Context: an optimization exercise on an open-source flow, tuned for small area, a short achievable clock period and few clock cycles per item. The choices shown serve that exercise and are no tape-out recipe.
RTL that was checked went through simulation tests only; none was proved equivalent to the original.
Power and IR drop assume default switching activity.

the previous run:
Design cm_top, start of the top module:
module cm_top #(
    parameter logic [31:0] RF_BADDR = 32'd0      
) (
    input  wire         clk,
    input  wire         rst_n,
    input  wire  [31:0] rf_addr,
    input  wire         rf_wr,
    input  wire  [31:0] rf_cfg,
    output logic [31:0] rf_sts,
    output logic        mem_ce,
    output logic        mem_we,
    output logic [31:0] mem_addr,
    output logic [7:0]  mem_wr_data,
    input  wire  [7:0]  mem_rd_data
);
Size: roughly 1400 cells after synthesis, roughly 150 I/O pins, roughly 0.015 sq mm of cells after synthesis.
==> flow/config.mk <==
export PLATFORM = sky130hd
export DESIGN_NAME = cm_top
export DESIGN_NICKNAME = cm_top
export VERILOG_FILES = /design/flow/design.v
export SDC_FILE = /design/flow/constraint.sdc
export NUM_CORES = 4
export LEC_CHECK = 0
export ABC_CLOCK_PERIOD_IN_PS = 2200
export CAP_MARGIN = 20
export CORE_MARGIN = 2
export CORE_UTILIZATION = 40
export PLACE_DENSITY = 0.6
export SETUP_SLACK_MARGIN = 2.8
export SLEW_MARGIN = 20
==> flow/constraint.sdc <==
create_clock -name core_clock -period 5.0 [get_ports {clk}]
set_input_delay 1.0000 -clock core_clock [delete_from_list [all_inputs] [get_ports {clk}]]
set_output_delay 1.0000 -clock core_clock [all_outputs]
set_load 0.01 [all_outputs]
standard.sh (not shown) runs the stock make flow with config.mk's settings and CLKGATE_MAP_FILE= SYNTH_SCRIPT=/design/flow/synth_recipe.tcl, a recipe that flattens the netlist after the stock synthesis.
==> flow/flow/run.sh <==
#!/bin/bash
# Standard layout, with plain buffers (instead of delay buffers) on the ports.
export BUFFER_PORTS_ARGS="-buffer_cell sky130_fd_sc_hd__buf_2"
bash standard.sh > standard.log 2>&1
diff inputs: the previous run => the current run
==> flow/run.sh (new file) <==
#!/bin/bash
# synth_recipe.tcl (not shown) runs the flow's synth.tcl, then flattens the netlist and writes it again
# the make line also repeats each setting of config.mk as NAME=value (left out here)
make -C /OpenROAD-flow-scripts/flow DESIGN_CONFIG=/design/flow/config.mk WORK_HOME=/design/flow/orfs CLKGATE_MAP_FILE= SYNTH_SCRIPT=/design/flow/synth_recipe.tcl finish
diff --git a/flow/config.mk b/flow/config.mk
--- a/flow/config.mk
+++ b/flow/config.mk
@@ -6,9 +6,9 @@
 export NUM_CORES = 4
 export LEC_CHECK = 0
-export ABC_CLOCK_PERIOD_IN_PS = 2200
+export ABC_CLOCK_PERIOD_IN_PS = 2500
 export CAP_MARGIN = 20
 export CORE_MARGIN = 2
 export CORE_UTILIZATION = 40
 export PLACE_DENSITY = 0.6
-export SETUP_SLACK_MARGIN = 2.8
+export SETUP_SLACK_MARGIN = 2.5
 export SLEW_MARGIN = 20
removed: flow/flow/run.sh
removed: flow/standard.sh
Findings:
Status: clock power parity (the previous run, the current run). A first element of the critical path of rf_addr[27] is what the previous run shows, while rf_addr[26] belongs to the current run. met3 wire length down 31% in the current run wrt the previous run. Between the current run and the previous run, the routed wire length is lower for the current run. Measured against each other, the current run and the previous run differ in wire length per cell after detailed routing, the lower figure coming from the current run. Number of antenna violations at the first check in global routing: the current run vs the previous run identical.
Function was not checked in any run of this note: the RTL went through the layout flow alone.

Setup of onyx:
Another version of the RTL of cm_top (not shown whole).
For scale: ~1300 cells after synthesis, ~280 flip-flops, ~13000 um2 of cells after synthesis.
// cm_top
module cm_top #(
    parameter logic [31:0] RF_BADDR = 32'd0      
) (
    input  wire         clk,
    input  wire         rst_n,
    input  wire  [31:0] rf_addr,
    input  wire         rf_wr,
    input  wire  [31:0] rf_cfg,
    output logic [31:0] rf_sts,
    output logic        mem_ce,
    output logic        mem_we,
    output logic [31:0] mem_addr,
    output logic [7:0]  mem_wr_data,
    input  wire  [7:0]  mem_rd_data
);
    logic sel_op1, sel_op2, sel_res, sel_nop, sel_start, sel_sts;
    assign sel_op1   = rf_wr & (rf_addr == RF_BADDR + 32'd0);
    assign sel_op2   = rf_wr & (rf_addr == RF_BADDR + 32'd1);
    assign sel_res   = rf_wr & (rf_addr == RF_BADDR + 32'd2);
    assign sel_nop   = rf_wr & (rf_addr == RF_BADDR + 32'd3);
    assign sel_start = rf_wr & (rf_addr == RF_BADDR + 32'd4);
    assign sel_sts   = rf_wr & (rf_addr == RF_BADDR + 32'd5);
    logic        running;        
    logic        done_q;         
    logic [10:1] s;              
    logic        first;          
    logic        cv;             
    logic        last;           
    logic        rot;            
    logic        rz;             
    logic        ait;            
    logic        bit_q;          
    logic        b0;             
    logic [31:0] rd_cnt;         
    logic [31:0] nop_q;
    logic        go, pend, finish;
    logic        r_n, f_n, l_n;
    logic [10:1] s_n;
    assign go     = sel_start & rf_cfg[0] & ~running;
    assign pend   = s[10];                                     
    assign finish = last & s[10];
    always_comb begin
        r_n = running;
        f_n = first;
        l_n = last;
        s_n = 10'd1;
        if (!running) begin
            if (go) begin
                r_n = 1'b1;
                f_n = 1'b1;
                l_n = 1'b0;
            end
        end else if (finish) begin
            r_n = 1'b0;
        end else if (pend) begin
            f_n = 1'b0;
            l_n = rz;
        end else begin
            s_n = {s[9:1], 1'b0};
        end
    end
    always_ff @(posedge clk or negedge rst_n) begin
        if (!rst_n) begin
  ...
Settings: LEC_CHECK=0, CAP_MARGIN=20, CORE_MARGIN=2, CORE_UTILIZATION=40, PLACE_DENSITY=0.65, SETUP_SLACK_MARGIN=2.45, SLEW_MARGIN=20; clock period 5.0 ns.
==> flow/flow/run.sh <==
#!/bin/bash
# Standard layout, with plain buffers (instead of delay buffers) on the ports
# and a clock tree without dummy loads.
export BUFFER_PORTS_ARGS="-buffer_cell sky130_fd_sc_hd__buf_2"
export CTS_ARGS="-sink_clustering_enable -repair_clock_nets -dont_use_dummy_load"
bash standard.sh > standard.log 2>&1
Testbench counts of onyx, summed over its fixed seeds: cycles 15,449, ops 1,445.
Changes in harbor relative to onyx:
# onyx
export LEC_CHECK = 0
export CAP_MARGIN = 20
export CORE_MARGIN = 2
export CORE_UTILIZATION = 40
export PLACE_DENSITY = 0.65
export SETUP_SLACK_MARGIN = 2.45
export SLEW_MARGIN = 20
create_clock -name core_clock -period 5.0 [get_ports {clk}]
# harbor
export LEC_CHECK = 0
export CAP_MARGIN = 20
export CORE_MARGIN = 2
export CORE_UTILIZATION = 40
export PLACE_DENSITY = 0.6
export SETUP_SLACK_MARGIN = 2.35
export SLEW_MARGIN = 20
create_clock -name core_clock -period 5.0 [get_ports {clk}]
[summary]
Between harbor and onyx, the utilization does not differ in any meaningful way. Looking only at actual transition at the worst max-transition pin, and setting everything else aside, the higher value of harbor and onyx goes to harbor. harbor against onyx: placer congestion estimate picked up an extra 0.037; routed wire length went up. harbor gives less register-to-register path setup slack than onyx did. harbor vs onyx, power per cell area went up by about 3%. Taking onyx as the reference, in harbor least setup slack across all paths after layout dropped 0.080 ns, count of multi-input combinational gates barely changed, clock group share of total power climbed 1.8 points, total chip power climbed 0.14 mW.
For lagoon, these inputs were changed with respect to harbor:
# harbor
export LEC_CHECK = 0
export CAP_MARGIN = 20
export CORE_MARGIN = 2
export CORE_UTILIZATION = 40
export PLACE_DENSITY = 0.6
export SETUP_SLACK_MARGIN = 2.35
export SLEW_MARGIN = 20
create_clock -name core_clock -period 5.0 [get_ports {clk}]
# lagoon
export LEC_CHECK = 0
export CAP_MARGIN = 20
export CORE_MARGIN = 2
export CORE_UTILIZATION = 40
export PLACE_DENSITY = 0.6
export SETUP_SLACK_MARGIN = 2.52
export SLEW_MARGIN = 20
create_clock -name core_clock -period 5.0 [get_ports {clk}]
## What came out
lagoon: flow completed, timing, DRC and antenna clean
[compare] base=harbor new=lagoon: later-pin clock latency in the skew report up 0.06 ns, total power down about 3%.
Lower sequential power share among lagoon and harbor: harbor
For the area added between synthesis and finish, lagoon came in 1.8 points higher than harbor did.
lagoon: minimum period implied by the final worst setup slack is 0.097 ns lower than what harbor reported.
Share of the core filled with cells in lagoon vs harbor: up 0.73 points
The wire length of lagoon exceeds that of harbor by 1.8%.
Compared with harbor, lagoon shows a final area that is about 1.6% higher.
The highest fanout seen on the critical path in lagoon was lower than what harbor gave.
Modified inputs, raven compared to lagoon
# lagoon
export LEC_CHECK = 0
export CAP_MARGIN = 20
export CORE_MARGIN = 2
export CORE_UTILIZATION = 40
export PLACE_DENSITY = 0.6
export SETUP_SLACK_MARGIN = 2.52
export SLEW_MARGIN = 20
create_clock -name core_clock -period 5.0 [get_ports {clk}]
# raven
export LEC_CHECK = 0
export CAP_MARGIN = 20
export CORE_MARGIN = 2
export CORE_UTILIZATION = 35
export PLACE_DENSITY = 0.6
export SETUP_SLACK_MARGIN = 2.45
export SLEW_MARGIN = 20
create_clock -name core_clock -period 5.0 [get_ports {clk}]
Findings:
The die width in raven sits about 7% above the value recorded for lagoon. Against lagoon, raven reports a total internal power that is higher. raven vs. lagoon: final design instance area without fill roughly the same; area growth from synthesis to final layout dropped 0.35 points; sequential share of layout area was more or less identical; via count of the first global-routing pass lost 137; share of the cycle needed by the critical path after routing shows an increase of 0.96 points.
--- input diff raven..yarrow ---
# raven
export LEC_CHECK = 0
export CAP_MARGIN = 20
export CORE_MARGIN = 2
export CORE_UTILIZATION = 35
export PLACE_DENSITY = 0.6
export SETUP_SLACK_MARGIN = 2.45
export SLEW_MARGIN = 20
create_clock -name core_clock -period 5.0 [get_ports {clk}]
# yarrow
export LEC_CHECK = 0
export CAP_MARGIN = 20
export CORE_MARGIN = 2
export CORE_UTILIZATION = 40
export PLACE_DENSITY = 0.6
export SETUP_SLACK_MARGIN = 2.45
export SLEW_MARGIN = 20
create_clock -name core_clock -period 5.0 [get_ports {clk}]
--- outcome ---
- Both conditions hold for yarrow: the flow ran to the end and the final layout passed the timing, DRC and antenna checks.
- Diff raven and yarrow: maximum resistive drop on vdd higher in raven
- Going from raven to yarrow, post-CTS setup buffer count grows by 6.
- Against raven as the reference, yarrow delivers a lower wire length.
[inputs] juniper vs yarrow
# yarrow
export LEC_CHECK = 0
export CAP_MARGIN = 20
export CORE_MARGIN = 2
export CORE_UTILIZATION = 40
export PLACE_DENSITY = 0.6
export SETUP_SLACK_MARGIN = 2.45
export SLEW_MARGIN = 20
create_clock -name core_clock -period 5.0 [get_ports {clk}]
# juniper
export LEC_CHECK = 0
export CAP_MARGIN = 20
export CORE_MARGIN = 2
export CORE_UTILIZATION = 40
export PLACE_DENSITY = 0.6
export SETUP_SLACK_MARGIN = 2.6
export SLEW_MARGIN = 20
create_clock -name core_clock -period 5.0 [get_ports {clk}]
==> notes.md <==
- Compared with yarrow, juniper shows a highest clock frequency the design can meet that is about 0.5% higher.
- Delta (juniper minus yarrow): count of plain and timing-repair buffers now sits higher; count of vias placed by the detailed router climbed 89; biggest fanout along the worst timing path decreased 12; wire length shows an increase of 2.9%; post-CTS setup-driven buffer insertion count now larger.
- Die area: yarrow vs juniper identical
- Setup slack: juniper more than yarrow
- Compared with yarrow, leakage power summed over all cells in juniper increased by a few percent.
- | wire length of the first global-routing pass | juniper vs yarrow | 1.5% higher |
- Comparing juniper against yarrow, there is no change at all in die outline height.

## re-timing with driven ports
In the flow no input, the clock included, has a driving cell. The finished layouts below were timed again as built, in two steps.
Step 1, drivers: a clkbuf_16 drives clk and a buf_2 each remaining input, both assumed.
Step 2, shift: input delay + t, output delay - t, t = (earliest + latest rising clock arrival at the registers) / 2. This alone moves slack from input paths to output paths.
Three values: ideal, step 1, step 2; two values: the first two.
run | t, ns | setup slack, ns | latest minus earliest clock arrival (ns)
the previous run | 0.558 | 2.330 / 2.345 / 1.787 | 0.020 / 0.020
the current run | 0.625 | 2.378 / 2.405 / 1.780 | 0.029 / 0.028
onyx | 0.590 | 2.507 / 2.507 / 2.017 | 0.044 / 0.044
harbor | 0.536 | 2.427 / 2.457 / 1.921 | 0.040 / 0.040
lagoon | 0.591 | 2.524 / 2.524 / 2.061 | 0.041 / 0.041
raven | 0.564 | 2.476 / 2.476 / 2.013 | 0.029 / 0.029
yarrow | 0.587 | 2.532 / 2.547 / 1.968 | 0.031 / 0.031
juniper | 0.591 | 2.544 / 2.544 / 2.136 | 0.031 / 0.032
After both steps setup and hold are still met in every run listed. For the current run, which loses most, drivers alone change the setup slack by +0.027 ns; drivers and shift together by -0.598 ns.
